Source: an optimization exercise on an open RTL-to-GDS flow (aim: small area and a short achievable clock period). Production flows keep margins and buffers that such runs may drop.
No functional check of the RTL was part of any run shown here.
Power and IR drop assume default switching activity.

## flow/design.v (module list and top-level ports; edited modules follow where they fit)
// module cpu_alu_shifter: 41 lines
// module cpu_alu: 865 lines
// module cpu_alu_benc: 10 lines
// module cpu_alu_bpp: 11 lines
// module cpu_alu_fa: 10 lines
// module cpu_alu_ha: 9 lines
// module cpu_alu_cpa: 260 lines
module cpu_alu #(
    parameter int WIDTH = pkg_cpu_alu::ALU_WIDTH
) (
    input  logic             clk,
    input  logic             rst,
    input  logic             in_valid,
    input  logic [WIDTH-1:0] a,
    input  logic [WIDTH-1:0] b,
    input  logic [3:0]       oper,
    input  logic [3:0]       flags_in,
    output logic             out_valid,
    output logic [WIDTH-1:0] result,
    output logic [3:0]       flags_out
);
  // ...
==> flow/run.sh <==
#!/bin/bash
# synth_recipe.tcl (not shown) runs the flow's synth.tcl, then flattens the netlist and writes it again
# the make line also repeats each setting of config.mk as NAME=value (left out here)
make -C /OpenROAD-flow-scripts/flow DESIGN_CONFIG=/design/flow/config.mk WORK_HOME=/design/flow/orfs CLKGATE_MAP_FILE= SYNTH_SCRIPT=/design/flow/synth_recipe.tcl finish
==> flow/config.mk <==
export PLATFORM = sky130hd
export DESIGN_NAME = cpu_alu
export DESIGN_NICKNAME = cpu_alu
export VERILOG_FILES = /design/flow/design.v
export SDC_FILE = /design/flow/constraint.sdc
export NUM_CORES = 4
export LEC_CHECK = 0
export ABC_AREA = 1
export CAP_MARGIN = 20
export CORE_MARGIN = 2
export CORE_UTILIZATION = 60
export SETUP_SLACK_MARGIN = 3
export SLEW_MARGIN = 20
export SYNTH_HIERARCHICAL = 1
==> flow/constraint.sdc <==
create_clock -name core_clock -period 11.0 [get_ports {clk}]
set_input_delay 2.2000 -clock core_clock [delete_from_list [all_inputs] [get_ports {clk}]]
set_output_delay 2.2000 -clock core_clock [all_outputs]
set_load 0.01 [all_outputs]
==> summary.txt, run 1 <==
post-CTS setup buffer count: 7
Comb pwr share: 91.7%
Worst Hold End: r_valid
Crit path largest cell delay: 0.52 ns
main combinational cell family by area after synthesis: simple AND/OR/NAND/NOR gates
crit path from: a[1]
Layout fillers: 4,032
Die Y: 203.8 µm
WP depth: 27
H-tree depth: 2
Setup WS post-layout: 3.144 ns
P_seq: 176 µW
Synth top area share: 31.72%
Pwr top: combinational logic
top cell category: multi-input gates
status: complete, no violations
Crit Path Class: in -> reg
Final GP Congestion: 0.9962
Clock Tree Buf Depth: 2
busiest layer in global routing: met2
Syn-to-layout area delta: 7.031%
Total Nets Final: 4,640
CP arrival: 8.07 ns
Pre-antenna DRT Iters: 6
combinational logic power: 3.48 mW
==> module cpu_alu_cpa, before the edit <==
module cpu_alu_cpa (
    input  logic [31:0] i_x,
    input  logic [31:0] i_y,
    input  logic        i_cin,
    output logic [31:0] o_sum,
    output logic        o_cout,
    output logic        o_c31,
    output logic        o_zero
);
    logic [31:0] g;
    logic [31:0] p;
    logic [31:0] c;
    assign g = (i_x & i_y) | {31'd0, (i_x[0] | i_y[0]) & i_cin};
    assign p = i_x ^ i_y;
    logic pg0, pp0;
    assign pg0 = g[1] | (p[1] & g[0]);
    assign pp0 = p[1] & p[0];
    logic pg1, pp1;
    assign pg1 = g[3] | (p[3] & g[2]);
    assign pp1 = p[3] & p[2];
    logic pg2, pp2;
    assign pg2 = g[5] | (p[5] & g[4]);
    assign pp2 = p[5] & p[4];
    logic pg3, pp3;
    assign pg3 = g[7] | (p[7] & g[6]);
    assign pp3 = p[7] & p[6];
    logic pg4, pp4;
    assign pg4 = g[9] | (p[9] & g[8]);
    assign pp4 = p[9] & p[8];
    logic pg5, pp5;
    assign pg5 = g[11] | (p[11] & g[10]);
    assign pp5 = p[11] & p[10];
    logic pg6, pp6;
    assign pg6 = g[13] | (p[13] & g[12]);
    assign pp6 = p[13] & p[12];
    logic pg7, pp7;
    assign pg7 = g[15] | (p[15] & g[14]);
    assign pp7 = p[15] & p[14];
    logic pg8, pp8;
    assign pg8 = g[17] | (p[17] & g[16]);
    assign pp8 = p[17] & p[16];
    logic pg9, pp9;
    assign pg9 = g[19] | (p[19] & g[18]);
    assign pp9 = p[19] & p[18];
    logic pg10, pp10;
    assign pg10 = g[21] | (p[21] & g[20]);
    assign pp10 = p[21] & p[20];
    logic pg11, pp11;
    assign pg11 = g[23] | (p[23] & g[22]);
    assign pp11 = p[23] & p[22];
    logic pg12, pp12;
    assign pg12 = g[25] | (p[25] & g[24]);
    assign pp12 = p[25] & p[24];
    logic pg13, pp13;
    assign pg13 = g[27] | (p[27] & g[26]);
    assign pp13 = p[27] & p[26];
    logic pg14, pp14;
    assign pg14 = g[29] | (p[29] & g[28]);
    assign pp14 = p[29] & p[28];
    logic pg15, pp15;
    assign pg15 = g[31] | (p[31] & g[30]);
    assign pp15 = p[31] & p[30];
    logic pg16, pp16;
    assign pg16 = g[2] | (p[2] & pg0);
    assign pp16 = p[2] & pp0;
    logic pg17, pp17;
    assign pg17 = pg1 | (pp1 & pg0);
    assign pp17 = pp1 & pp0;
    logic pg18, pp18;
    assign pg18 = g[6] | (p[6] & pg2);
    assign pp18 = p[6] & pp2;
    logic pg19, pp19;
    assign pg19 = pg3 | (pp3 & pg2);
    assign pp19 = pp3 & pp2;
    logic pg20, pp20;
    assign pg20 = g[10] | (p[10] & pg4);
    assign pp20 = p[10] & pp4;
    logic pg21, pp21;
    assign pg21 = pg5 | (pp5 & pg4);
    assign pp21 = pp5 & pp4;
    logic pg22, pp22;
    assign pg22 = g[14] | (p[14] & pg6);
    assign pp22 = p[14] & pp6;
    logic pg23, pp23;
    assign pg23 = pg7 | (pp7 & pg6);
    assign pp23 = pp7 & pp6;
    logic pg24, pp24;
    assign pg24 = g[18] | (p[18] & pg8);
    assign pp24 = p[18] & pp8;
    logic pg25, pp25;
    assign pg25 = pg9 | (pp9 & pg8);
    assign pp25 = pp9 & pp8;
    logic pg26, pp26;
    assign pg26 = g[22] | (p[22] & pg10);
    assign pp26 = p[22] & pp10;
    logic pg27, pp27;
    assign pg27 = pg11 | (pp11 & pg10);
    assign pp27 = pp11 & pp10;
    logic pg28, pp28;
    assign pg28 = g[26] | (p[26] & pg12);
    assign pp28 = p[26] & pp12;
    logic pg29, pp29;
    assign pg29 = pg13 | (pp13 & pg12);
    assign pp29 = pp13 & pp12;
    logic pg30, pp30;
    assign pg30 = g[30] | (p[30] & pg14);
    assign pp30 = p[30] & pp14;
    logic pg31, pp31;
    assign pg31 = pg15 | (pp15 & pg14);
    assign pp31 = pp15 & pp14;
    logic pg32, pp32;
    assign pg32 = g[4] | (p[4] & pg17);
    assign pp32 = p[4] & pp17;
    logic pg33, pp33;
    assign pg33 = pg2 | (pp2 & pg17);
    assign pp33 = pp2 & pp17;
    logic pg34, pp34;
    assign pg34 = pg18 | (pp18 & pg17);
    assign pp34 = pp18 & pp17;
    logic pg35, pp35;
    assign pg35 = pg19 | (pp19 & pg17);
    assign pp35 = pp19 & pp17;
    logic pg36, pp36;
    assign pg36 = g[12] | (p[12] & pg21);
    assign pp36 = p[12] & pp21;
    logic pg37, pp37;
    assign pg37 = pg6 | (pp6 & pg21);
    assign pp37 = pp6 & pp21;
    logic pg38, pp38;
    assign pg38 = pg22 | (pp22 & pg21);
    assign pp38 = pp22 & pp21;
    logic pg39, pp39;
    assign pg39 = pg23 | (pp23 & pg21);
    assign pp39 = pp23 & pp21;
    logic pg40, pp40;
    assign pg40 = g[20] | (p[20] & pg25);
    assign pp40 = p[20] & pp25;
    logic pg41, pp41;
    assign pg41 = pg10 | (pp10 & pg25);
    assign pp41 = pp10 & pp25;
    logic pg42, pp42;
    assign pg42 = pg26 | (pp26 & pg25);
    assign pp42 = pp26 & pp25;
    logic pg43, pp43;
    assign pg43 = pg27 | (pp27 & pg25);
    assign pp43 = pp27 & pp25;
    logic pg44, pp44;
    assign pg44 = g[28] | (p[28] & pg29);
    assign pp44 = p[28] & pp29;
    logic pg45, pp45;
    assign pg45 = pg14 | (pp14 & pg29);
    assign pp45 = pp14 & pp29;
    logic pg46, pp46;
    assign pg46 = pg30 | (pp30 & pg29);
    assign pp46 = pp30 & pp29;
    logic pg47, pp47;
    assign pg47 = pg31 | (pp31 & pg29);
    assign pp47 = pp31 & pp29;
    logic pg48, pp48;
    assign pg48 = g[8] | (p[8] & pg35);
    assign pp48 = p[8] & pp35;
    logic pg49, pp49;
    assign pg49 = pg4 | (pp4 & pg35);
    assign pp49 = pp4 & pp35;
    logic pg50, pp50;
    assign pg50 = pg20 | (pp20 & pg35);
    assign pp50 = pp20 & pp35;
    logic pg51, pp51;
    assign pg51 = pg21 | (pp21 & pg35);
    assign pp51 = pp21 & pp35;
    logic pg52, pp52;
    assign pg52 = pg36 | (pp36 & pg35);
    assign pp52 = pp36 & pp35;
    logic pg53, pp53;
    assign pg53 = pg37 | (pp37 & pg35);
    assign pp53 = pp37 & pp35;
    logic pg54, pp54;
    assign pg54 = pg38 | (pp38 & pg35);
    assign pp54 = pp38 & pp35;
    logic pg55, pp55;
    assign pg55 = pg39 | (pp39 & pg35);
    assign pp55 = pp39 & pp35;
    logic pg56, pp56;
    assign pg56 = g[24] | (p[24] & pg43);
    assign pp56 = p[24] & pp43;
    logic pg57, pp57;
    assign pg57 = pg12 | (pp12 & pg43);
    assign pp57 = pp12 & pp43;
    logic pg58, pp58;
    assign pg58 = pg28 | (pp28 & pg43);
    assign pp58 = pp28 & pp43;
    logic pg59, pp59;
    assign pg59 = pg29 | (pp29 & pg43);
    assign pp59 = pp29 & pp43;
    logic pg60, pp60;
    assign pg60 = pg44 | (pp44 & pg43);
    assign pp60 = pp44 & pp43;
    logic pg61, pp61;
    assign pg61 = pg45 | (pp45 & pg43);
    assign pp61 = pp45 & pp43;
    logic pg62, pp62;
    assign pg62 = pg46 | (pp46 & pg43);
    assign pp62 = pp46 & pp43;
    logic pg63, pp63;
    assign pg63 = pg47 | (pp47 & pg43);
    assign pp63 = pp47 & pp43;
    logic pg64, pp64;
    assign pg64 = g[16] | (p[16] & pg55);
    assign pp64 = p[16] & pp55;
    logic pg65, pp65;
    assign pg65 = pg8 | (pp8 & pg55);
    assign pp65 = pp8 & pp55;
    logic pg66, pp66;
    assign pg66 = pg24 | (pp24 & pg55);
    assign pp66 = pp24 & pp55;
    logic pg67, pp67;
    assign pg67 = pg25 | (pp25 & pg55);
    assign pp67 = pp25 & pp55;
    logic pg68, pp68;
    assign pg68 = pg40 | (pp40 & pg55);
    assign pp68 = pp40 & pp55;
    logic pg69, pp69;
    assign pg69 = pg41 | (pp41 & pg55);
    assign pp69 = pp41 & pp55;
    logic pg70, pp70;
    assign pg70 = pg42 | (pp42 & pg55);
    assign pp70 = pp42 & pp55;
    logic pg71, pp71;
    assign pg71 = pg43 | (pp43 & pg55);
    assign pp71 = pp43 & pp55;
    logic pg72, pp72;
    assign pg72 = pg56 | (pp56 & pg55);
    assign pp72 = pp56 & pp55;
    logic pg73, pp73;
    assign pg73 = pg57 | (pp57 & pg55);
    assign pp73 = pp57 & pp55;
    logic pg74, pp74;
    assign pg74 = pg58 | (pp58 & pg55);
    assign pp74 = pp58 & pp55;
    logic pg75, pp75;
    assign pg75 = pg59 | (pp59 & pg55);
    assign pp75 = pp59 & pp55;
    logic pg76, pp76;
    assign pg76 = pg60 | (pp60 & pg55);
    assign pp76 = pp60 & pp55;
    logic pg77, pp77;
    assign pg77 = pg61 | (pp61 & pg55);
    assign pp77 = pp61 & pp55;
    logic pg78, pp78;
    assign pg78 = pg62 | (pp62 & pg55);
    assign pp78 = pp62 & pp55;
    logic pg79, pp79;
    assign pg79 = pg63 | (pp63 & pg55);
    assign pp79 = pp63 & pp55;
    assign c = {pg79, pg78, pg77, pg76, pg75, pg74, pg73, pg72, pg71, pg70, pg69, pg68, pg67, pg66, pg65, pg64, pg55, pg54, pg53, pg52, pg51, pg50, pg49, pg48, pg35, pg34, pg33, pg32, pg17, pg16, pg0, g[0]};
    assign o_sum  = p ^ {c[30:0], i_cin};
    assign o_cout = c[31];
    assign o_c31  = c[30];
    assign o_zero = ~|((i_x ^ i_y) ^ {i_x[30:0] | i_y[30:0], i_cin});
endmodule
==> run 2: changes to the inputs <==
--- a/flow/design.v
+++ b/flow/design.v
@@ -86,17 +86,16 @@
     logic             w_invb;
     logic [WIDTH-1:0] w_add_x;
     logic [WIDTH-1:0] w_add_y;
     logic             w_add_cin;
     logic [WIDTH-1:0] w_row0;
     logic [WIDTH-1:0] w_row1;
     logic [WIDTH-1:0] w_sum;
     logic             w_cout;
-    logic             w_c31;
     logic             w_sum_zero;
     logic             w_add_v;
     logic [WIDTH-1:0] w_sh_result;
     logic             w_sh_c;
     logic [WIDTH-1:0] w_other;
     logic [WIDTH-1:0] w_result;
     logic [3:0]       w_flags;
     logic [15:0]      bone;
@@ -104,19 +103,26 @@
     logic [15:0]      bneg;
     logic             r_valid;
     logic [WIDTH-1:0] r_result;
     logic [3:0]       r_flags;
     assign w_mul   = (oper == OP_MUL);
     assign w_arith = (oper <= OP_RSB);
     assign w_rsb   = (oper == OP_RSB);
     assign w_invb  = (oper == OP_SUB) || (oper == OP_SBC);
-    assign w_add_x   = a ^ {WIDTH{w_rsb}};
-    assign w_add_y   = b ^ {WIDTH{w_invb}};
-    assign w_add_cin = (oper == OP_SUB) || w_rsb || (oper[0] && flags_in[FLAG_C]);
+    always_comb begin
+        w_add_x   = '0;
+        w_add_y   = '0;
+        w_add_cin = 1'b0;
+        if (w_arith) begin
+            w_add_x   = w_rsb ? b : a;
+            w_add_y   = w_rsb ? ~a : (w_invb ? ~b : b);
+            w_add_cin = (oper == OP_SUB) || w_rsb || (oper[0] && flags_in[FLAG_C]);
+        end
+    end
     cpu_alu_benc u_benc0 (.i_b({b[1], b[0], 1'b0}), .o_one(bone[0]), .o_two(btwo[0]), .o_neg(bneg[0]));
     cpu_alu_benc u_benc1 (.i_b({b[3], b[2], b[1]}), .o_one(bone[1]), .o_two(btwo[1]), .o_neg(bneg[1]));
     cpu_alu_benc u_benc2 (.i_b({b[5], b[4], b[3]}), .o_one(bone[2]), .o_two(btwo[2]), .o_neg(bneg[2]));
     cpu_alu_benc u_benc3 (.i_b({b[7], b[6], b[5]}), .o_one(bone[3]), .o_two(btwo[3]), .o_neg(bneg[3]));
     cpu_alu_benc u_benc4 (.i_b({b[9], b[8], b[7]}), .o_one(bone[4]), .o_two(btwo[4]), .o_neg(bneg[4]));
     cpu_alu_benc u_benc5 (.i_b({b[11], b[10], b[9]}), .o_one(bone[5]), .o_two(btwo[5]), .o_neg(bneg[5]));
     cpu_alu_benc u_benc6 (.i_b({b[13], b[12], b[11]}), .o_one(bone[6]), .o_two(btwo[6]), .o_neg(bneg[6]));
     cpu_alu_benc u_benc7 (.i_b({b[15], b[14], b[13]}), .o_one(bone[7]), .o_two(btwo[7]), .o_neg(bneg[7]));
@@ -878,25 +884,24 @@
     cpu_alu_fa u_fa205 (.i_a(fs147), .i_b(fc176), .i_c(fs177), .o_s(fs205), .o_c(fc205));
     cpu_alu_fa u_fa206 (.i_a(fs149), .i_b(fc177), .i_c(fs178), .o_s(fs206), .o_c(fc206));
     cpu_alu_fa u_fa207 (.i_a(fs151), .i_b(fc178), .i_c(fs179), .o_s(fs207), .o_c(fc207));
     cpu_alu_fa u_fa208 (.i_a(fs153), .i_b(fc179), .i_c(fs180), .o_s(fs208), .o_c(fc208));
     cpu_alu_fa u_fa209 (.i_a(fs155), .i_b(fc180), .i_c(fs181), .o_s(fs209), .o_c(fc209));
     assign w_row0 = {fc208, fc207, fc206, fc205, fc204, fc203, fc202, fc201, fc200, fc199, fc198, fc197, fc196, fc195, fc194, fc193, fc192, fc191, fc190, fc189, fc188, fc187, fc186, fc185, fc184, fc183, fc182, hc29, hc28, pp1[0], pp0[1], bneg[0]};
     assign w_row1 = {fs209, fs208, fs207, fs206, fs205, fs204, fs203, fs202, fs201, fs200, fs199, fs198, fs197, fs196, fs195, fs194, fs193, fs192, fs191, fs190, fs189, fs188, fs187, fs186, fs185, fs184, fs183, fs182, hs29, hs28, 1'b0, pp0[0]};
     cpu_alu_cpa u_cpa (
-        .i_x    (w_mul ? w_row0 : w_add_x),
-        .i_y    (w_mul ? w_row1 : w_add_y),
-        .i_cin  (w_add_cin && !w_mul),
+        .i_x    ((w_row0 & {WIDTH{w_mul}}) | w_add_x),
+        .i_y    ((w_row1 & {WIDTH{w_mul}}) | w_add_y),
+        .i_cin  (w_add_cin),
         .o_sum  (w_sum),
         .o_cout (w_cout),
-        .o_c31  (w_c31),
         .o_zero (w_sum_zero)
     );
-    assign w_add_v = (w_add_x[WIDTH-1] == w_add_y[WIDTH-1]) && (w_c31 != w_add_x[WIDTH-1]);
+    assign w_add_v = (w_add_x[WIDTH-1] == w_add_y[WIDTH-1]) && (w_sum[WIDTH-1] != w_add_x[WIDTH-1]);
     cpu_alu_shifter u_shifter (
         .i_a      (a),
         .i_b      (b),
         .i_op     (oper),
         .i_c      (flags_in[FLAG_C]),
         .o_result (w_sh_result),
         .o_c      (w_sh_c)
     );
@@ -972,262 +977,407 @@
     assign o_c = i_a & i_b;
 endmodule
 module cpu_alu_cpa (
     input  logic [31:0] i_x,
     input  logic [31:0] i_y,
     input  logic        i_cin,
     output logic [31:0] o_sum,
     output logic        o_cout,
-    output logic        o_c31,
     output logic        o_zero
 );
     logic [31:0] g;
     logic [31:0] p;
     logic [31:0] c;
     assign g = (i_x & i_y) | {31'd0, (i_x[0] | i_y[0]) & i_cin};
     assign p = i_x ^ i_y;
     logic pg0, pp0;
     assign pg0 = g[1] | (p[1] & g[0]);
     assign pp0 = p[1] & p[0];
     logic pg1, pp1;
-    assign pg1 = g[3] | (p[3] & g[2]);
-    assign pp1 = p[3] & p[2];
+    assign pg1 = g[2] | (p[2] & g[1]);
+    assign pp1 = p[2] & p[1];
     logic pg2, pp2;
-    assign pg2 = g[5] | (p[5] & g[4]);
-    assign pp2 = p[5] & p[4];
+    assign pg2 = g[3] | (p[3] & g[2]);
+    assign pp2 = p[3] & p[2];
     logic pg3, pp3;
-    assign pg3 = g[7] | (p[7] & g[6]);
-    assign pp3 = p[7] & p[6];
+    assign pg3 = g[4] | (p[4] & g[3]);
+    assign pp3 = p[4] & p[3];
     logic pg4, pp4;
-    assign pg4 = g[9] | (p[9] & g[8]);
-    assign pp4 = p[9] & p[8];
+    assign pg4 = g[5] | (p[5] & g[4]);
+    assign pp4 = p[5] & p[4];
     logic pg5, pp5;
-    assign pg5 = g[11] | (p[11] & g[10]);
-    assign pp5 = p[11] & p[10];
+    assign pg5 = g[6] | (p[6] & g[5]);
+    assign pp5 = p[6] & p[5];
     logic pg6, pp6;
-    assign pg6 = g[13] | (p[13] & g[12]);
-    assign pp6 = p[13] & p[12];
+    assign pg6 = g[7] | (p[7] & g[6]);
+    assign pp6 = p[7] & p[6];
     logic pg7, pp7;
-    assign pg7 = g[15] | (p[15] & g[14]);
-    assign pp7 = p[15] & p[14];
+    assign pg7 = g[8] | (p[8] & g[7]);
+    assign pp7 = p[8] & p[7];
     logic pg8, pp8;
-    assign pg8 = g[17] | (p[17] & g[16]);
-    assign pp8 = p[17] & p[16];
+    assign pg8 = g[9] | (p[9] & g[8]);
+    assign pp8 = p[9] & p[8];
     logic pg9, pp9;
-    assign pg9 = g[19] | (p[19] & g[18]);
-    assign pp9 = p[19] & p[18];
+    assign pg9 = g[10] | (p[10] & g[9]);
+    assign pp9 = p[10] & p[9];
     logic pg10, pp10;
-    assign pg10 = g[21] | (p[21] & g[20]);
-    assign pp10 = p[21] & p[20];
+    assign pg10 = g[11] | (p[11] & g[10]);
+    assign pp10 = p[11] & p[10];
     logic pg11, pp11;
-    assign pg11 = g[23] | (p[23] & g[22]);
-    assign pp11 = p[23] & p[22];
+    assign pg11 = g[12] | (p[12] & g[11]);
+    assign pp11 = p[12] & p[11];
     logic pg12, pp12;
-    assign pg12 = g[25] | (p[25] & g[24]);
-    assign pp12 = p[25] & p[24];
+    assign pg12 = g[13] | (p[13] & g[12]);
+    assign pp12 = p[13] & p[12];
     logic pg13, pp13;
-    assign pg13 = g[27] | (p[27] & g[26]);
-    assign pp13 = p[27] & p[26];
+    assign pg13 = g[14] | (p[14] & g[13]);
+    assign pp13 = p[14] & p[13];
     logic pg14, pp14;
-    assign pg14 = g[29] | (p[29] & g[28]);
-    assign pp14 = p[29] & p[28];
+    assign pg14 = g[15] | (p[15] & g[14]);
+    assign pp14 = p[15] & p[14];
     logic pg15, pp15;
-    assign pg15 = g[31] | (p[31] & g[30]);
-    assign pp15 = p[31] & p[30];
+    assign pg15 = g[16] | (p[16] & g[15]);
+    assign pp15 = p[16] & p[15];
     logic pg16, pp16;
-    assign pg16 = g[2] | (p[2] & pg0);
-    assign pp16 = p[2] & pp0;
+    assign pg16 = g[17] | (p[17] & g[16]);
+    assign pp16 = p[17] & p[16];
     logic pg17, pp17;
-    assign pg17 = pg1 | (pp1 & pg0);
-    assign pp17 = pp1 & pp0;
+    assign pg17 = g[18] | (p[18] & g[17]);
+    assign pp17 = p[18] & p[17];
     logic pg18, pp18;
-    assign pg18 = g[6] | (p[6] & pg2);
-    assign pp18 = p[6] & pp2;
+    assign pg18 = g[19] | (p[19] & g[18]);
+    assign pp18 = p[19] & p[18];
     logic pg19, pp19;
-    assign pg19 = pg3 | (pp3 & pg2);
-    assign pp19 = pp3 & pp2;
+    assign pg19 = g[20] | (p[20] & g[19]);
+    assign pp19 = p[20] & p[19];
     logic pg20, pp20;
-    assign pg20 = g[10] | (p[10] & pg4);
-    assign pp20 = p[10] & pp4;
+    assign pg20 = g[21] | (p[21] & g[20]);
+    assign pp20 = p[21] & p[20];
     logic pg21, pp21;
-    assign pg21 = pg5 | (pp5 & pg4);
-    assign pp21 = pp5 & pp4;
+    assign pg21 = g[22] | (p[22] & g[21]);
+    assign pp21 = p[22] & p[21];
     logic pg22, pp22;
-    assign pg22 = g[14] | (p[14] & pg6);
-    assign pp22 = p[14] & pp6;
+    assign pg22 = g[23] | (p[23] & g[22]);
+    assign pp22 = p[23] & p[22];
     logic pg23, pp23;
-    assign pg23 = pg7 | (pp7 & pg6);
-    assign pp23 = pp7 & pp6;
+    assign pg23 = g[24] | (p[24] & g[23]);
+    assign pp23 = p[24] & p[23];
     logic pg24, pp24;
-    assign pg24 = g[18] | (p[18] & pg8);
-    assign pp24 = p[18] & pp8;
+    assign pg24 = g[25] | (p[25] & g[24]);
+    assign pp24 = p[25] & p[24];
     logic pg25, pp25;
-    assign pg25 = pg9 | (pp9 & pg8);
-    assign pp25 = pp9 & pp8;
+    assign pg25 = g[26] | (p[26] & g[25]);
+    assign pp25 = p[26] & p[25];
     logic pg26, pp26;
-    assign pg26 = g[22] | (p[22] & pg10);
-    assign pp26 = p[22] & pp10;
+    assign pg26 = g[27] | (p[27] & g[26]);
+    assign pp26 = p[27] & p[26];
     logic pg27, pp27;
-    assign pg27 = pg11 | (pp11 & pg10);
-    assign pp27 = pp11 & pp10;
+    assign pg27 = g[28] | (p[28] & g[27]);
+    assign pp27 = p[28] & p[27];
     logic pg28, pp28;
-    assign pg28 = g[26] | (p[26] & pg12);
-    assign pp28 = p[26] & pp12;
+    assign pg28 = g[29] | (p[29] & g[28]);
+    assign pp28 = p[29] & p[28];
     logic pg29, pp29;
-    assign pg29 = pg13 | (pp13 & pg12);
-    assign pp29 = pp13 & pp12;
+    assign pg29 = g[30] | (p[30] & g[29]);
+    assign pp29 = p[30] & p[29];
     logic pg30, pp30;
-    assign pg30 = g[30] | (p[30] & pg14);
-    assign pp30 = p[30] & pp14;
+    assign pg30 = g[31] | (p[31] & g[30]);
+    assign pp30 = p[31] & p[30];
     logic pg31, pp31;
-    assign pg31 = pg15 | (pp15 & pg14);
-    assign pp31 = pp15 & pp14;
+    assign pg31 = pg1 | (pp1 & g[0]);
+    assign pp31 = pp1 & p[0];
     logic pg32, pp32;
-    assign pg32 = g[4] | (p[4] & pg17);
-    assign pp32 = p[4] & pp17;
+    assign pg32 = pg2 | (pp2 & pg0);
+    assign pp32 = pp2 & pp0;
     logic pg33, pp33;
-    assign pg33 = pg2 | (pp2 & pg17);
-    assign pp33 = pp2 & pp17;
+    assign pg33 = pg3 | (pp3 & pg1);
+    assign pp33 = pp3 & pp1;
     logic pg34, pp34;
-    assign pg34 = pg18 | (pp18 & pg17);
-    assign pp34 = pp18 & pp17;
+    assign pg34 = pg4 | (pp4 & pg2);
+    assign pp34 = pp4 & pp2;
     logic pg35, pp35;
-    assign pg35 = pg19 | (pp19 & pg17);
-    assign pp35 = pp19 & pp17;
+    assign pg35 = pg5 | (pp5 & pg3);
+    assign pp35 = pp5 & pp3;
     logic pg36, pp36;
-    assign pg36 = g[12] | (p[12] & pg21);
-    assign pp36 = p[12] & pp21;
+    assign pg36 = pg6 | (pp6 & pg4);
+    assign pp36 = pp6 & pp4;
     logic pg37, pp37;
-    assign pg37 = pg6 | (pp6 & pg21);
-    assign pp37 = pp6 & pp21;
+    assign pg37 = pg7 | (pp7 & pg5);
+    assign pp37 = pp7 & pp5;
     logic pg38, pp38;
-    assign pg38 = pg22 | (pp22 & pg21);
-    assign pp38 = pp22 & pp21;
+    assign pg38 = pg8 | (pp8 & pg6);
+    assign pp38 = pp8 & pp6;
     logic pg39, pp39;
-    assign pg39 = pg23 | (pp23 & pg21);
-    assign pp39 = pp23 & pp21;
+    assign pg39 = pg9 | (pp9 & pg7);
+    assign pp39 = pp9 & pp7;
     logic pg40, pp40;
-    assign pg40 = g[20] | (p[20] & pg25);
-    assign pp40 = p[20] & pp25;
+    assign pg40 = pg10 | (pp10 & pg8);
+    assign pp40 = pp10 & pp8;
     logic pg41, pp41;
-    assign pg41 = pg10 | (pp10 & pg25);
-    assign pp41 = pp10 & pp25;
+    assign pg41 = pg11 | (pp11 & pg9);
+    assign pp41 = pp11 & pp9;
     logic pg42, pp42;
-    assign pg42 = pg26 | (pp26 & pg25);
-    assign pp42 = pp26 & pp25;
+    assign pg42 = pg12 | (pp12 & pg10);
+    assign pp42 = pp12 & pp10;
     logic pg43, pp43;
-    assign pg43 = pg27 | (pp27 & pg25);
-    assign pp43 = pp27 & pp25;
+    assign pg43 = pg13 | (pp13 & pg11);
+    assign pp43 = pp13 & pp11;
     logic pg44, pp44;
-    assign pg44 = g[28] | (p[28] & pg29);
-    assign pp44 = p[28] & pp29;
+    assign pg44 = pg14 | (pp14 & pg12);
+    assign pp44 = pp14 & pp12;
     logic pg45, pp45;
-    assign pg45 = pg14 | (pp14 & pg29);
-    assign pp45 = pp14 & pp29;
+    assign pg45 = pg15 | (pp15 & pg13);
+    assign pp45 = pp15 & pp13;
     logic pg46, pp46;
-    assign pg46 = pg30 | (pp30 & pg29);
-    assign pp46 = pp30 & pp29;
+    assign pg46 = pg16 | (pp16 & pg14);
+    assign pp46 = pp16 & pp14;
     logic pg47, pp47;
-    assign pg47 = pg31 | (pp31 & pg29);
-    assign pp47 = pp31 & pp29;
+    assign pg47 = pg17 | (pp17 & pg15);
+    assign pp47 = pp17 & pp15;
     logic pg48, pp48;
-    assign pg48 = g[8] | (p[8] & pg35);
-    assign pp48 = p[8] & pp35;
+    assign pg48 = pg18 | (pp18 & pg16);
+    assign pp48 = pp18 & pp16;
     logic pg49, pp49;
-    assign pg49 = pg4 | (pp4 & pg35);
-    assign pp49 = pp4 & pp35;
+    assign pg49 = pg19 | (pp19 & pg17);
+    assign pp49 = pp19 & pp17;
     logic pg50, pp50;
-    assign pg50 = pg20 | (pp20 & pg35);
-    assign pp50 = pp20 & pp35;
+    assign pg50 = pg20 | (pp20 & pg18);
+    assign pp50 = pp20 & pp18;
     logic pg51, pp51;
-    assign pg51 = pg21 | (pp21 & pg35);
-    assign pp51 = pp21 & pp35;
+    assign pg51 = pg21 | (pp21 & pg19);
+    assign pp51 = pp21 & pp19;
     logic pg52, pp52;
-    assign pg52 = pg36 | (pp36 & pg35);
-    assign pp52 = pp36 & pp35;
+    assign pg52 = pg22 | (pp22 & pg20);
+    assign pp52 = pp22 & pp20;
     logic pg53, pp53;
-    assign pg53 = pg37 | (pp37 & pg35);
-    assign pp53 = pp37 & pp35;
+    assign pg53 = pg23 | (pp23 & pg21);
+    assign pp53 = pp23 & pp21;
     logic pg54, pp54;
-    assign pg54 = pg38 | (pp38 & pg35);
-    assign pp54 = pp38 & pp35;
+    assign pg54 = pg24 | (pp24 & pg22);
+    assign pp54 = pp24 & pp22;
     logic pg55, pp55;
-    assign pg55 = pg39 | (pp39 & pg35);
-    assign pp55 = pp39 & pp35;
+    assign pg55 = pg25 | (pp25 & pg23);
+    assign pp55 = pp25 & pp23;
     logic pg56, pp56;
-    assign pg56 = g[24] | (p[24] & pg43);
-    assign pp56 = p[24] & pp43;
+    assign pg56 = pg26 | (pp26 & pg24);
+    assign pp56 = pp26 & pp24;
     logic pg57, pp57;
-    assign pg57 = pg12 | (pp12 & pg43);
-    assign pp57 = pp12 & pp43;
+    assign pg57 = pg27 | (pp27 & pg25);
+    assign pp57 = pp27 & pp25;
     logic pg58, pp58;
-    assign pg58 = pg28 | (pp28 & pg43);
-    assign pp58 = pp28 & pp43;
+    assign pg58 = pg28 | (pp28 & pg26);
+    assign pp58 = pp28 & pp26;
     logic pg59, pp59;
-    assign pg59 = pg29 | (pp29 & pg43);
-    assign pp59 = pp29 & pp43;
+    assign pg59 = pg29 | (pp29 & pg27);
+    assign pp59 = pp29 & pp27;
     logic pg60, pp60;
-    assign pg60 = pg44 | (pp44 & pg43);
-    assign pp60 = pp44 & pp43;
+    assign pg60 = pg30 | (pp30 & pg28);
+    assign pp60 = pp30 & pp28;
     logic pg61, pp61;
-    assign pg61 = pg45 | (pp45 & pg43);
-    assign pp61 = pp45 & pp43;
+    assign pg61 = pg33 | (pp33 & g[0]);
+    assign pp61 = pp33 & p[0];
     logic pg62, pp62;
-    assign pg62 = pg46 | (pp46 & pg43);
-    assign pp62 = pp46 & pp43;
+    assign pg62 = pg34 | (pp34 & pg0);
+    assign pp62 = pp34 & pp0;
     logic pg63, pp63;
-    assign pg63 = pg47 | (pp47 & pg43);
-    assign pp63 = pp47 & pp43;
+    assign pg63 = pg35 | (pp35 & pg31);
+    assign pp63 = pp35 & pp31;
     logic pg64, pp64;
-    assign pg64 = g[16] | (p[16] & pg55);
-    assign pp64 = p[16] & pp55;
+    assign pg64 = pg36 | (pp36 & pg32);
+    assign pp64 = pp36 & pp32;
     logic pg65, pp65;
-    assign pg65 = pg8 | (pp8 & pg55);
-    assign pp65 = pp8 & pp55;
+    assign pg65 = pg37 | (pp37 & pg33);
+    assign pp65 = pp37 & pp33;
     logic pg66, pp66;
-    assign pg66 = pg24 | (pp24 & pg55);
-    assign pp66 = pp24 & pp55;
+    assign pg66 = pg38 | (pp38 & pg34);
+    assign pp66 = pp38 & pp34;
     logic pg67, pp67;
-    assign pg67 = pg25 | (pp25 & pg55);
-    assign pp67 = pp25 & pp55;
+    assign pg67 = pg39 | (pp39 & pg35);
+    assign pp67 = pp39 & pp35;
     logic pg68, pp68;
-    assign pg68 = pg40 | (pp40 & pg55);
-    assign pp68 = pp40 & pp55;
+    assign pg68 = pg40 | (pp40 & pg36);
+    assign pp68 = pp40 & pp36;
     logic pg69, pp69;
-    assign pg69 = pg41 | (pp41 & pg55);
-    assign pp69 = pp41 & pp55;
+    assign pg69 = pg41 | (pp41 & pg37);
+    assign pp69 = pp41 & pp37;
     logic pg70, pp70;
-    assign pg70 = pg42 | (pp42 & pg55);
-    assign pp70 = pp42 & pp55;
+    assign pg70 = pg42 | (pp42 & pg38);
+    assign pp70 = pp42 & pp38;
     logic pg71, pp71;
-    assign pg71 = pg43 | (pp43 & pg55);
-    assign pp71 = pp43 & pp55;
+    assign pg71 = pg43 | (pp43 & pg39);
+    assign pp71 = pp43 & pp39;
     logic pg72, pp72;
-    assign pg72 = pg56 | (pp56 & pg55);
-    assign pp72 = pp56 & pp55;
+    assign pg72 = pg44 | (pp44 & pg40);
+    assign pp72 = pp44 & pp40;
     logic pg73, pp73;
-    assign pg73 = pg57 | (pp57 & pg55);
-    assign pp73 = pp57 & pp55;
+    assign pg73 = pg45 | (pp45 & pg41);
+    assign pp73 = pp45 & pp41;
     logic pg74, pp74;
-    assign pg74 = pg58 | (pp58 & pg55);
-    assign pp74 = pp58 & pp55;
+    assign pg74 = pg46 | (pp46 & pg42);
+    assign pp74 = pp46 & pp42;
     logic pg75, pp75;
-    assign pg75 = pg59 | (pp59 & pg55);
-    assign pp75 = pp59 & pp55;
+    assign pg75 = pg47 | (pp47 & pg43);
+    assign pp75 = pp47 & pp43;
     logic pg76, pp76;
-    assign pg76 = pg60 | (pp60 & pg55);
-    assign pp76 = pp60 & pp55;
+    assign pg76 = pg48 | (pp48 & pg44);
+    assign pp76 = pp48 & pp44;
     logic pg77, pp77;
-    assign pg77 = pg61 | (pp61 & pg55);
-    assign pp77 = pp61 & pp55;
+    assign pg77 = pg49 | (pp49 & pg45);
+    assign pp77 = pp49 & pp45;
     logic pg78, pp78;
-    assign pg78 = pg62 | (pp62 & pg55);
-    assign pp78 = pp62 & pp55;
+    assign pg78 = pg50 | (pp50 & pg46);
+    assign pp78 = pp50 & pp46;
     logic pg79, pp79;
-    assign pg79 = pg63 | (pp63 & pg55);
-    assign pp79 = pp63 & pp55;
-    assign c = {pg79, pg78, pg77, pg76, pg75, pg74, pg73, pg72, pg71, pg70, pg69, pg68, pg67, pg66, pg65, pg64, pg55, pg54, pg53, pg52, pg51, pg50, pg49, pg48, pg35, pg34, pg33, pg32, pg17, pg16, pg0, g[0]};
+    assign pg79 = pg51 | (pp51 & pg47);
+    assign pp79 = pp51 & pp47;
+    logic pg80, pp80;
+    assign pg80 = pg52 | (pp52 & pg48);
+    assign pp80 = pp52 & pp48;
+    logic pg81, pp81;
+    assign pg81 = pg53 | (pp53 & pg49);
+    assign pp81 = pp53 & pp49;
+    logic pg82, pp82;
+    assign pg82 = pg54 | (pp54 & pg50);
+    assign pp82 = pp54 & pp50;
+    logic pg83, pp83;
+    assign pg83 = pg55 | (pp55 & pg51);
+    assign pp83 = pp55 & pp51;
+    logic pg84, pp84;
+    assign pg84 = pg56 | (pp56 & pg52);
+    assign pp84 = pp56 & pp52;
+    logic pg85, pp85;
+    assign pg85 = pg57 | (pp57 & pg53);
+    assign pp85 = pp57 & pp53;
+    logic pg86, pp86;
+    assign pg86 = pg58 | (pp58 & pg54);
+    assign pp86 = pp58 & pp54;
+    logic pg87, pp87;
+    assign pg87 = pg59 | (pp59 & pg55);
+    assign pp87 = pp59 & pp55;
+    logic pg88, pp88;
+    assign pg88 = pg60 | (pp60 & pg56);
+    assign pp88 = pp60 & pp56;
+    logic pg89, pp89;
+    assign pg89 = pg65 | (pp65 & g[0]);
+    assign pp89 = pp65 & p[0];
+    logic pg90, pp90;
+    assign pg90 = pg66 | (pp66 & pg0);
+    assign pp90 = pp66 & pp0;
+    logic pg91, pp91;
+    assign pg91 = pg67 | (pp67 & pg31);
+    assign pp91 = pp67 & pp31;
+    logic pg92, pp92;
+    assign pg92 = pg68 | (pp68 & pg32);
+    assign pp92 = pp68 & pp32;
+    logic pg93, pp93;
+    assign pg93 = pg69 | (pp69 & pg61);
+    assign pp93 = pp69 & pp61;
+    logic pg94, pp94;
+    assign pg94 = pg70 | (pp70 & pg62);
+    assign pp94 = pp70 & pp62;
+    logic pg95, pp95;
+    assign pg95 = pg71 | (pp71 & pg63);
+    assign pp95 = pp71 & pp63;
+    logic pg96, pp96;
+    assign pg96 = pg72 | (pp72 & pg64);
+    assign pp96 = pp72 & pp64;
+    logic pg97, pp97;
+    assign pg97 = pg73 | (pp73 & pg65);
+    assign pp97 = pp73 & pp65;
+    logic pg98, pp98;
+    assign pg98 = pg74 | (pp74 & pg66);
+    assign pp98 = pp74 & pp66;
+    logic pg99, pp99;
+    assign pg99 = pg75 | (pp75 & pg67);
+    assign pp99 = pp75 & pp67;
+    logic pg100, pp100;
+    assign pg100 = pg76 | (pp76 & pg68);
+    assign pp100 = pp76 & pp68;
+    logic pg101, pp101;
+    assign pg101 = pg77 | (pp77 & pg69);
+    assign pp101 = pp77 & pp69;
+    logic pg102, pp102;
+    assign pg102 = pg78 | (pp78 & pg70);
+    assign pp102 = pp78 & pp70;
+    logic pg103, pp103;
+    assign pg103 = pg79 | (pp79 & pg71);
+    assign pp103 = pp79 & pp71;
+    logic pg104, pp104;
+    assign pg104 = pg80 | (pp80 & pg72);
+    assign pp104 = pp80 & pp72;
+    logic pg105, pp105;
+    assign pg105 = pg81 | (pp81 & pg73);
+    assign pp105 = pp81 & pp73;
+    logic pg106, pp106;
+    assign pg106 = pg82 | (pp82 & pg74);
+    assign pp106 = pp82 & pp74;
+    logic pg107, pp107;
+    assign pg107 = pg83 | (pp83 & pg75);
+    assign pp107 = pp83 & pp75;
+    logic pg108, pp108;
+    assign pg108 = pg84 | (pp84 & pg76);
+    assign pp108 = pp84 & pp76;
+    logic pg109, pp109;
+    assign pg109 = pg85 | (pp85 & pg77);
+    assign pp109 = pp85 & pp77;
+    logic pg110, pp110;
+    assign pg110 = pg86 | (pp86 & pg78);
+    assign pp110 = pp86 & pp78;
+    logic pg111, pp111;
+    assign pg111 = pg87 | (pp87 & pg79);
+    assign pp111 = pp87 & pp79;
+    logic pg112, pp112;
+    assign pg112 = pg88 | (pp88 & pg80);
+    assign pp112 = pp88 & pp80;
+    logic pg113, pp113;
+    assign pg113 = pg97 | (pp97 & g[0]);
+    assign pp113 = pp97 & p[0];
+    logic pg114, pp114;
+    assign pg114 = pg98 | (pp98 & pg0);
+    assign pp114 = pp98 & pp0;
+    logic pg115, pp115;
+    assign pg115 = pg99 | (pp99 & pg31);
+    assign pp115 = pp99 & pp31;
+    logic pg116, pp116;
+    assign pg116 = pg100 | (pp100 & pg32);
+    assign pp116 = pp100 & pp32;
+    logic pg117, pp117;
+    assign pg117 = pg101 | (pp101 & pg61);
+    assign pp117 = pp101 & pp61;
+    logic pg118, pp118;
+    assign pg118 = pg102 | (pp102 & pg62);
+    assign pp118 = pp102 & pp62;
+    logic pg119, pp119;
+    assign pg119 = pg103 | (pp103 & pg63);
+    assign pp119 = pp103 & pp63;
+    logic pg120, pp120;
+    assign pg120 = pg104 | (pp104 & pg64);
+    assign pp120 = pp104 & pp64;
+    logic pg121, pp121;
+    assign pg121 = pg105 | (pp105 & pg89);
+    assign pp121 = pp105 & pp89;
+    logic pg122, pp122;
+    assign pg122 = pg106 | (pp106 & pg90);
+    assign pp122 = pp106 & pp90;
+    logic pg123, pp123;
+    assign pg123 = pg107 | (pp107 & pg91);
+    assign pp123 = pp107 & pp91;
+    logic pg124, pp124;
+    assign pg124 = pg108 | (pp108 & pg92);
+    assign pp124 = pp108 & pp92;
+    logic pg125, pp125;
+    assign pg125 = pg109 | (pp109 & pg93);
+    assign pp125 = pp109 & pp93;
+    logic pg126, pp126;
+    assign pg126 = pg110 | (pp110 & pg94);
+    assign pp126 = pp110 & pp94;
+    logic pg127, pp127;
+    assign pg127 = pg111 | (pp111 & pg95);
+    assign pp127 = pp111 & pp95;
+    logic pg128, pp128;
+    assign pg128 = pg112 | (pp112 & pg96);
+    assign pp128 = pp112 & pp96;
+    assign c = {pg128, pg127, pg126, pg125, pg124, pg123, pg122, pg121, pg120, pg119, pg118, pg117, pg116, pg115, pg114, pg113, pg96, pg95, pg94, pg93, pg92, pg91, pg90, pg89, pg64, pg63, pg62, pg61, pg32, pg31, pg0, g[0]};
     assign o_sum  = p ^ {c[30:0], i_cin};
     assign o_cout = c[31];
-    assign o_c31  = c[30];
     assign o_zero = ~|((i_x ^ i_y) ^ {i_x[30:0] | i_y[30:0], i_cin});
 endmodule
==> flow/config.mk (replaced) <==
export PLATFORM = sky130hd
export DESIGN_NAME = cpu_alu
export DESIGN_NICKNAME = cpu_alu
export VERILOG_FILES = /design/flow/design.v
export SDC_FILE = /design/flow/constraint.sdc
export NUM_CORES = 4
export LEC_CHECK = 0
export CAP_MARGIN = 20
export CORE_MARGIN = 2
export CORE_UTILIZATION = 40
export SETUP_SLACK_MARGIN = 3
export SLEW_MARGIN = 20
export SYNTH_HIERARCHICAL = 1
==> run 2 against run 1 <==
Net effect:
- still clean
- first-iteration DRC count fell by 14%
- flip-flop and latch count did not move
- routed wire length fell by 2.3%
- worst setup slack got worse by 0.23 ns
- synthesized cell count fell by 43%
- hold slack improved by 0.020 ns
- cell area rose by 1.2%
- fmax fell by 2.9%
- sequential share of layout area barely moved
- critical path type unchanged
==> summary.txt, run 2 <==
status: complete, no violations (unchanged)
Avg WL per Cell: 28.14 µm (was 19.59 µm)
Crit Path Class: in -> reg (unchanged)
vias in the first global route: 20,670 (was 24,670)
Clock Tree Buf Depth: 2 (unchanged)
metal3 WL: 9564 µm (was 11,700 µm)
Clock transition at path regs: 0.05 ns (was 0.06 ns)
most common library cells after synthesis: xnor2_1 (310), fa_1 (212), inv_1 (182) (was nand2_1 (2,024), nand3_1 (438), inv_1 (341))
IO buf count: 109 (unchanged)
Synth top area share: 19.50% (was 31.72%)
Final GP Congestion: 0.9655 (was 0.9962)
core area: 0.05381 mm² (was 0.03955 mm²)
worst min-delay path class: in -> reg (unchanged)
Initial Util: 40.44% (was 60.57%)
total track usage: 31.24% (was 43.75%)
RSZ-0062 raised after global routing: true (unchanged)
Pleak: 10.24 nW (was 14.31 nW)
fmax: 123.6 MHz (was 127.3 MHz)
post-synthesis sequential area ratio: 3.312% (was 3.009%)
Syn-to-layout area delta: 19.24% (was 7.031%)
met2 wire len: 40,310 µm (was 40,500 µm)
Pre-antenna DRT Iters: 7 (was 6)
H-tree depth: 2 (unchanged)
VDD IR max: 0.3195 mV (was 0.2685 mV)
total area of sequential cells: 720.7 µm² (unchanged)
top-count cell post-synth: xnor2_1 (was nand2_1)
#FFs+latches synth: 36 (unchanged)
crit path from: b[0] (was a[1])
synth top area cells: fa_1 (20%), xnor2_1 (12%), a22oi_2 (7.5%) (was nand2_1 (32%), fa_1 (18%), nand3_1 (9.2%))
max_slew headroom: 29.23% (was 28.05%)
CTS tree: done (unchanged)
share of cells above drive strength 1: 25.52% (was 7.246%)
pre-CTS setup slack: 1.248 ns (was 1.791 ns)
top layer in use: met4 (unchanged)
biggest regs: r_result: 32 flops, r_flags: 3 flops, r_valid: 1 flops (unchanged)
crit path max fanout: 7 (was 24)
initial antenna violation count: 0 (unchanged)
Antenna Cells: 0 (unchanged)
Synth area leader: fa_1 (was nand2_1)
Met1 Wirelength: 34,420 µm (was 35,430 µm)
die width: 237.2 µm (was 203.8 µm)
total CTS buffers: 5 (unchanged)
most frequent cells in the layout: xnor2_1 (291), fa_1 (192), inv_1 (180) (was nand2_1 (2,010), nand3_1 (436), inv_1 (340))
Largest Register: r_result (unchanged)
cts hold-fix bufs: 0 (unchanged)
FFs w/ async S/R, synth: 0% (unchanged)
minimum clock period: 8.088 ns (was 7.856 ns)
Placement Rows: 85 (was 73)
Yosys warnings: 9 (unchanged)
final cell count without fillers: 3,231 (was 4,748)
# clock sinks: 36 (unchanged)
drt via density: 6.466 (was 5.880)
power per cell area: 197.0 mW/mm² (was 148.2 mW/mm²)
via count: 20,890 (was 27,920)
final-report setup violation count: 0 (unchanged)
fin crit share: 73.53% (was 71.42%)
final hold violations: 0 (unchanged)
first-iteration detailed-routing DRC count: 2,645 (was 3,064)
mean area per synthesized cell: 9.090 µm² (was 5.668 µm²)
Layout fillers: 4,987 (was 4,032)
max-slew violation count: 0 (unchanged)
clock root cell: clkbuf_16 (unchanged)
CP arrival: 8.26 ns (was 8.07 ns)
GRT overflow: 0 (unchanged)
number of synthesized flops with an enable pin: 0 (unchanged)
first-pass GRT wire length: 133,100 µm (was 140,300 µm)
Setup WS post-layout: 2.912 ns (was 3.144 ns)
Post-Syn Area: 0.02176 mm² (was 0.02395 mm²)
measured slew at the worst slew-check pin: 1.053 ns (was 1.079 ns)
Post-DP HPWL: 65,110 µm (was 66,520 µm)
final core occ: 48.22% (was 64.82%)
WL final: 90,910 µm (was 93,020 µm)
crit end category: flop (unchanged)
Antenna Nets Post-Route: 0 (unchanged)
die footprint: 0.05628 mm² (was 0.04154 mm²)
# DRC: 0 (unchanged)
largest net degree at the start of global routing: 65 (was 92)
Critical Path RT: 11.18 ns (was 11.21 ns)
# IOs: 112 (unchanged)
multi-input logic area: 0.01985 mm² (was 0.02074 mm²)
MaxCap Viol Count: 0 (unchanged)
CP Launch Type: primary input (unchanged)
Mapped Cells: 2,394 (was 4,226)
Synth Flop Type: dfxtp_1 (unchanged)
Total Nets Final: 2,949 (was 4,640)
Fin Setup TNS: 0 ns (unchanged)
final hold slack: 2.455 ns (was 2.434 ns)
critical path endpoint: r_flags[0] (was r_flags[2])
placed insts: 3,084 (was 4,710)
most common cell after layout, fill and taps aside: xnor2_1 (was nand2_1)
Min-Delay Path Depth: 2 (was 3)
max reg flops: 32 (unchanged)
Die Y: 237.2 µm (was 203.8 µm)
Yosys cell types: 92 (was 63)
==> run 2: cell types whose count changed after synthesis, sizes merged, moves of 37 or more <==
cell,change
xnor2,+303
nor2,-191
nand3,-430
inv,-177
mux4,+37
a21oi,+45
nand2,-1938
mux2i,+102
a22oi,+299
a31oi,-55
==> run 2: report_power, final <==
group	switching (mW)	internal (mW)
clock network	0.0503	0.106
logic	2.66	2.11
registers	0.0137	0.168
total	2.73	2.38
==> run 2: Yosys stat by module (local to each module, per instance), a selection <==
module | cells | times used
cpu_alu_ha | 1 | 30
cpu_alu_benc | 5 | 16
cpu_alu_fa | 1 | 210
cpu_alu | 686 | 1
cpu_alu_cpa | 393 | 1
cpu_alu_shifter | 368 | 1
==> run 2: cells by family (layout without fill, tap and decap cells) <==
kind of cell | count (synthesis) | count (layout) | share of synthesized area [%]
compound gates | 716 | 716 | 26.55
mux | 179 | 179 | 10.52
simple gates | 340 | 340 | 7.486
flops | 36 | 36 | 3.312
fa+ha+maj | 340 | 340 | 26.86
xor+xnor | 381 | 381 | 15.46
buf+inv | 401 | 540 | 9.803
other cells | 1 | 3 | 0.01723
==> run 2: area by class of cell <==
| class | instances | share of cell area (%) |
|---|---|---|
| multi-input combinational | 1959 | 76.48 |
| tap | 696 | 3.356 |
| clock inverter | 2 | 0.1350 |
| clock buffer | 6 | 0.4967 |
| timing repair buffer | 349 | 14.10 |
| inverter | 183 | 2.647 |
| sequential | 36 | 2.777 |
==> run 2: worst min path at each step <==
| stage | startpoint | end |
|---|---|---|
| 2_1_floorplan | rst | r_valid |
| 3_3_place_gp | rst | r_valid |
| 3_5_place_dp | rst | r_valid |
| 4_1_cts | rst | r_valid |
| 5_1_grt | rst | r_valid |
| 6_report | rst | r_valid |
==> run 2: layer usage <==
| metal | up-vias | global-route usage, % |
|---|---|---|
| li1 | 8830 | - |
| met1 | 10320 | 40.90 |
| met2 | 1422 | 48.96 |
| met3 | 320 | 4.936 |
| met4 | 0 | 18.09 |
| met5 | - | 0 |
==> run 2: worst max-delay path, stage by stage <==
cell	delay (ns)
buf_8	0.12
nand2b_4	0.14
o22ai_4	0.22
buf_12	0.19
buf_12	0.13
buf_4	0.15
a22oi_1	0.11
xnor2_1	0.20
fa_1	0.50
fa_1	0.54
fa_1	0.46
fa_1	0.41
fa_1	0.51
fa_2	0.48
a22oi_1	0.19
o21ai_0	0.12
ha_1	0.34
xnor2_1	0.17
nor4_1	0.31
nand2_1	0.14
nor4_4	0.41
nand2_1	0.11
o31ai_1	0.09
==> run 2: what timing repair did <==
action,CTS,global route
buffers inserted,102,26
pin swaps,72,49
gates cloned,6,3
endpoints found under the setup margin,19,14
resized for setup,377,62
==> run 2: stage by stage <==
| step | power (mW) | area (µm²) |
|---|---|---|
| 2_1_floorplan | 2.699 | 21770 |
| 3_3_place_gp | 4.422 | 23110 |
| 3_5_place_dp | 4.479 | 23110 |
| 4_1_cts | 4.888 | 25340 |
| 5_1_grt | 5.358 | 25950 |
| 6_report | 5.112 | 25950 |

separate check: timing with driven ports:
How much do the figures lean on ideal ports? The routed layouts below were timed once more, with nothing changed but the port constraints. Step 1: set_driving_cell puts a clkbuf_16 on clk and a buf_2 on each other input, an assumption about the parent block. Step 2 adds t to the input delays and takes it off the output delays; t is the mean of the earliest and latest rising clock arrival at the registers after step 1. Input paths then give back, and output paths get back, about the clock's delay inside the block. Slacks: ideal ports / drivers / drivers and shift; pairs: ideal ports / drivers.
| run | shift t [ns] | setup WS [ns] | worst setup path after step 2 |
|---|---|---|---|
| run 1 | 0.321 | 3.144 / 3.158 / 2.837 | input to register |
| run 2 | 0.298 | 2.912 / 2.891 / 2.593 | input to register |
After both steps setup and hold are still met in every run listed. The setup slack of run 2, which loses most, moves by -0.021 ns with the drivers and by -0.319 ns with both steps.
